Context: an optimization exercise on an open-source flow, tuned for small area, a short achievable clock period and few clock cycles per item. The choices shown serve that exercise and are no tape-out recipe.
The RTL was checked by simulation tests, not by an equivalence proof against the original design.

run H:
## alu
module alu (
    input  wire logic                            clock,
    input  wire logic                            arst_n,
    input  wire logic                            in_valid,
    output logic                                 in_ready,
    input  wire logic [3:0]                      op,
    input  wire alu_pkg::alu_word_t              operand_a,
    input  wire alu_pkg::alu_word_t              operand_b,
    input  wire logic [alu_pkg::shift_width-1:0] shift_amount,
    output logic                                 out_valid,
    input  wire logic                            out_ready,
    output alu_pkg::alu_word_t                   result,
    output logic                                 not_equal,
    output logic                                 less_than,
    output logic                                 overflow
);
Size: about 5,000 cells after synthesis, ~110 I/O pins.
==> module multiplier, before the edit <==
module multiplier (
    input  wire logic        clock,
    input  wire logic        arst_n,
    input  wire logic        start,       
    input  wire logic [31:0] mag_a,
    input  wire logic [31:0] mag_b,
    input  wire logic [3:0]  dig_a,       
    input  wire logic [3:0]  dig_b,
    input  wire logic        sign,        
    input  wire logic        take,        
    output logic             busy,        
    output logic             ready,       
    output logic [31:0]      res,
    output logic             ovf
);
    typedef enum logic [1:0] {S_IDLE, S_STEP, S_DONE} st_e;
    st_e st;
    logic [31:0] mcand, mplier;
    logic [3:0]  cnt;
    logic [31:0] s_q, c_q;
    logic        sticky, neg;
    logic [7:0]  d;
    logic [31:0] x [10];
    logic [7:0]  hi [10];     
    logic        up_q;        
    assign d = mplier[31:24];
    assign x[0]  = {s_q[23:0], 8'b0};
    assign hi[0] = s_q[31:24];
    assign x[1]  = {c_q[23:0], 8'b0};
    assign hi[1] = c_q[31:24];
    for (genvar i = 0; i < 8; i++) begin : g_pp
        logic [39:0] pp;
        assign pp      = {8'b0, mcand & {32{d[i]}}} << i;
        assign x[2+i]  = pp[31:0];
        assign hi[2+i] = pp[39:32];
    end
    logic [31:0] a0, a1, a2, a3, a4, a5, b0, b1, b2, b3, c0, c1, e0, e1, f0, f1;
    logic [7:0]  drop;
    assign a0 = x[2] ^ x[3] ^ x[4];
    assign {drop[0], a1} = {((x[2] & x[3]) | (x[2] & x[4]) | (x[3] & x[4])), 1'b0};
    assign a2 = x[5] ^ x[6] ^ x[7];
    assign {drop[1], a3} = {((x[5] & x[6]) | (x[5] & x[7]) | (x[6] & x[7])), 1'b0};
    assign a4 = x[8] ^ x[9] ^ x[0];
    assign {drop[2], a5} = {((x[8] & x[9]) | (x[8] & x[0]) | (x[9] & x[0])), 1'b0};
    assign b0 = a0 ^ a1 ^ a2;
    assign {drop[3], b1} = {((a0 & a1) | (a0 & a2) | (a1 & a2)), 1'b0};
    assign b2 = a3 ^ a4 ^ a5;
    assign {drop[4], b3} = {((a3 & a4) | (a3 & a5) | (a4 & a5)), 1'b0};
    assign c0 = b0 ^ b1 ^ b2;
    assign {drop[5], c1} = {((b0 & b1) | (b0 & b2) | (b1 & b2)), 1'b0};
    assign e0 = c0 ^ c1 ^ b3;
    assign {drop[6], e1} = {((c0 & c1) | (c0 & b3) | (c1 & b3)), 1'b0};
    assign f0 = e0 ^ e1 ^ x[1];
    assign {drop[7], f1} = {((e0 & e1) | (e0 & x[1]) | (e1 & x[1])), 1'b0};
    logic up;
    always_comb begin
        up = |drop;
        for (int i = 0; i < 10; i++) up = up | (|hi[i]);
    end
    logic        swap;
    logic [3:0]  n;
    logic [31:0] mpl_sel;
    assign swap    = (dig_a < dig_b);
    assign n       = swap ? dig_a : dig_b;
    assign mpl_sel = swap ? mag_a : mag_b;
    logic [33:0] xs, xc, hs, hc, t;
    assign xs = {2'b00, s_q} ^ {34{neg}};
    assign xc = {2'b00, c_q} ^ {34{neg}};
    assign hs = xs ^ xc ^ {32'd0, neg, 1'b0};
    assign hc = ((xs & xc) | ({32'd0, neg, 1'b0} & (xs ^ xc))) << 1;
    assign t  = hs + hc;
    assign busy  = (st != S_IDLE);
    assign ready = (st == S_DONE);
    assign res   = t[31:0];
    assign ovf   = sticky || up_q || (neg ? !(&t[33:31]) : (t[32] || t[31]));
    always_ff @(posedge clock or negedge arst_n) begin
        if (!arst_n) begin
            st <= S_IDLE;
        end else begin
            case (st)
                S_IDLE: if (start) st <= n[3] ? S_STEP : S_DONE;
                S_STEP: if (cnt[1:0] == 2'd0) st <= S_DONE;
                S_DONE: if (take) st <= S_IDLE;
                default: st <= S_IDLE;
            endcase
        end
    end
    always_ff @(posedge clock) begin
        case (st)
            S_IDLE: begin
                mcand  <= swap ? mag_b : mag_a;
                mplier <= mpl_sel << {~n[2:1], 3'b000};
                cnt    <= {n[3], 1'b0, n[2:1]};
                neg    <= sign && n[3];
                s_q    <= '0;
                c_q    <= '0;
                sticky <= 1'b0;
                up_q   <= 1'b0;
            end
            S_STEP: begin
                mplier <= mplier << 8;
                cnt    <= cnt - 4'd1;
                s_q    <= f0[31:0];
                c_q    <= f1[31:0];
                up_q   <= up;
                sticky <= sticky | up_q;
            end
            default: begin
                mplier <= mplier << 8;
                cnt    <= cnt - 4'd1;
            end
        endcase
    end
endmodule
Settings: LEC_CHECK=0, CAP_MARGIN=20, CORE_MARGIN=2, CORE_UTILIZATION=60, SETUP_SLACK_MARGIN=4.0, SLEW_MARGIN=20; clock period 8.0 ns.
run.sh (not shown) runs the stock make flow with config.mk's settings and CLKGATE_MAP_FILE= SYNTH_SCRIPT=/design/flow/synth_recipe.tcl, a recipe that flattens the netlist after the stock synthesis.
Testbench counts of run H, summed over its fixed seeds: cycles 34,713, items 24,000.
Here is what was changed in the inputs of run A compared with run H.
-- flow/design.v --
<<< run H, line 81
    logic [31:0] s_q, c_q;
    logic        sticky, neg;
    logic [7:0]  d;
    logic [31:0] x [10];
    logic [7:0]  hi [10];     
    logic        up_q;        
    assign d = mplier[31:24];
    assign x[0]  = {s_q[23:0], 8'b0};
    assign hi[0] = s_q[31:24];
    assign x[1]  = {c_q[23:0], 8'b0};
    assign hi[1] = c_q[31:24];
    for (genvar i = 0; i < 8; i++) begin : g_pp
        logic [39:0] pp;
        assign pp      = {8'b0, mcand & {32{d[i]}}} << i;
        assign x[2+i]  = pp[31:0];
        assign hi[2+i] = pp[39:32];
    end
    logic [31:0] a0, a1, a2, a3, a4, a5, b0, b1, b2, b3, c0, c1, e0, e1, f0, f1;
    logic [7:0]  drop;
    assign a0 = x[2] ^ x[3] ^ x[4];
    assign {drop[0], a1} = {((x[2] & x[3]) | (x[2] & x[4]) | (x[3] & x[4])), 1'b0};
    assign a2 = x[5] ^ x[6] ^ x[7];
    assign {drop[1], a3} = {((x[5] & x[6]) | (x[5] & x[7]) | (x[6] & x[7])), 1'b0};
    assign a4 = x[8] ^ x[9] ^ x[0];
    assign {drop[2], a5} = {((x[8] & x[9]) | (x[8] & x[0]) | (x[9] & x[0])), 1'b0};
    assign b0 = a0 ^ a1 ^ a2;
    assign {drop[3], b1} = {((a0 & a1) | (a0 & a2) | (a1 & a2)), 1'b0};
    assign b2 = a3 ^ a4 ^ a5;
    assign {drop[4], b3} = {((a3 & a4) | (a3 & a5) | (a4 & a5)), 1'b0};
    assign c0 = b0 ^ b1 ^ b2;
    assign {drop[5], c1} = {((b0 & b1) | (b0 & b2) | (b1 & b2)), 1'b0};
    assign e0 = c0 ^ c1 ^ b3;
    assign {drop[6], e1} = {((c0 & c1) | (c0 & b3) | (c1 & b3)), 1'b0};
    assign f0 = e0 ^ e1 ^ x[1];
    assign {drop[7], f1} = {((e0 & e1) | (e0 & x[1]) | (e1 & x[1])), 1'b0};
    logic up;
    always_comb begin
        up = |drop;
        for (int i = 0; i < 10; i++) up = up | (|hi[i]);
    end
    logic        swap;
    logic [3:0]  n;
>>> run A, line 81
    logic [31:0] s_q, c_q;
    logic        sticky, neg;
    localparam int W = 42;
    logic [7:0]   d;
    logic [W-1:0] x [10];
    logic [W-33:0] up_q;     
    assign d = mplier[31:24];
    assign x[0] = {2'b0, s_q, 8'b0};
    assign x[1] = {2'b0, c_q, 8'b0};
    for (genvar i = 0; i < 8; i++) begin : g_pp
        assign x[2+i] = {{(W-32){1'b0}}, mcand & {32{d[i]}}} << i;
    end
    logic [W-1:0] a0, a1, a2, a3, a4, a5, b0, b1, b2, b3, c0, c1, e0, e1, f0, f1;
    assign a0 = x[2] ^ x[3] ^ x[4];
    assign a1 = ((x[2] & x[3]) | (x[2] & x[4]) | (x[3] & x[4])) << 1;
    assign a2 = x[5] ^ x[6] ^ x[7];
    assign a3 = ((x[5] & x[6]) | (x[5] & x[7]) | (x[6] & x[7])) << 1;
    assign a4 = x[8] ^ x[9] ^ x[0];
    assign a5 = ((x[8] & x[9]) | (x[8] & x[0]) | (x[9] & x[0])) << 1;
    assign b0 = a0 ^ a1 ^ a2;
    assign b1 = ((a0 & a1) | (a0 & a2) | (a1 & a2)) << 1;
    assign b2 = a3 ^ a4 ^ a5;
    assign b3 = ((a3 & a4) | (a3 & a5) | (a4 & a5)) << 1;
    assign c0 = b0 ^ b1 ^ b2;
    assign c1 = ((b0 & b1) | (b0 & b2) | (b1 & b2)) << 1;
    assign e0 = c0 ^ c1 ^ b3;
    assign e1 = ((c0 & c1) | (c0 & b3) | (c1 & b3)) << 1;
    assign f0 = e0 ^ e1 ^ x[1];
    assign f1 = ((e0 & e1) | (e0 & x[1]) | (e1 & x[1])) << 1;
    logic        swap;
    logic [3:0]  n;
<<< run H, line 134
    assign ready = (st == S_DONE);
    assign res   = t[31:0];
    assign ovf   = sticky || up_q || (neg ? !(&t[33:31]) : (t[32] || t[31]));
    always_ff @(posedge clock or negedge arst_n) begin
        if (!arst_n) begin
>>> run A, line 123
    assign ready = (st == S_DONE);
    assign res   = t[31:0];
    assign ovf   = sticky || (|up_q) || (neg ? !(&t[33:31]) : (t[32] || t[31]));
    always_ff @(posedge clock or negedge arst_n) begin
        if (!arst_n) begin
<<< run H, line 157
                c_q    <= '0;
                sticky <= 1'b0;
                up_q   <= 1'b0;
            end
            S_STEP: begin
>>> run A, line 146
                c_q    <= '0;
                sticky <= 1'b0;
                up_q   <= '0;
            end
            S_STEP: begin
<<< run H, line 164
                s_q    <= f0[31:0];
                c_q    <= f1[31:0];
                up_q   <= up;
                sticky <= sticky | up_q;
            end
            default: begin
>>> run A, line 153
                s_q    <= f0[31:0];
                c_q    <= f1[31:0];
                up_q   <= f0[W-1:32] | f1[W-1:32];
                sticky <= sticky | (|up_q);
            end
            default: begin
==> run notes <==
Run H | stages: all done | timing, DRC, antenna: all pass
Having completed the whole flow, run A delivered a layout that passed the timing, DRC and antenna checks.
The worst hold slack of run A was inferior to that of run H.
Comparing run A and run H, final HPWL from detailed placement is lower on run H.
Any difference in complex-gate fraction of the synthesized area between run A and run H is small enough to ignore.
Run A vs. run H: number of iterations in the first detailed-routing pass has remained practically unchanged.
Run A ended up with a higher design area than run H did.
The slew at the pin closest to its max-slew limit in run A was lower than what run H gave.
The inserted tap cell count of run A is higher than that of run H.
Testbench counts of run A, summed over its fixed seeds: cycles 34,713, items 24,000.

==> afterwards: timing with drivers on the ports <==
How much do the figures lean on ideal ports? The routed layouts below were timed once more, with nothing changed but the port constraints.
Step 1 sets driving cells, clkbuf_16 on the clock port and buf_2 on the other inputs (assumed; they add their load-dependent delay and slew).
Step 2 also shifts input and output timing later by t, the mid clock arrival at the registers, as if the neighbouring blocks saw the same clock.
Three values: ideal ports, drivers, drivers and shift; two values: the first two.
run | t, ns | setup slack, ns | latest minus earliest clock arrival (ns) | worst data-port slew with drivers (ns)
run H | 0.718 | 3.847 / 3.847 / 3.442 | 0.064 / 0.064 | 0.08
run A | 0.713 | 4.030 / 4.030 / 3.573 | 0.110 / 0.110 | 0.07
After both steps setup and hold are still met in every run listed. For run A, which loses most, drivers alone change the setup slack by 0.000 ns; drivers and shift together by -0.457 ns.
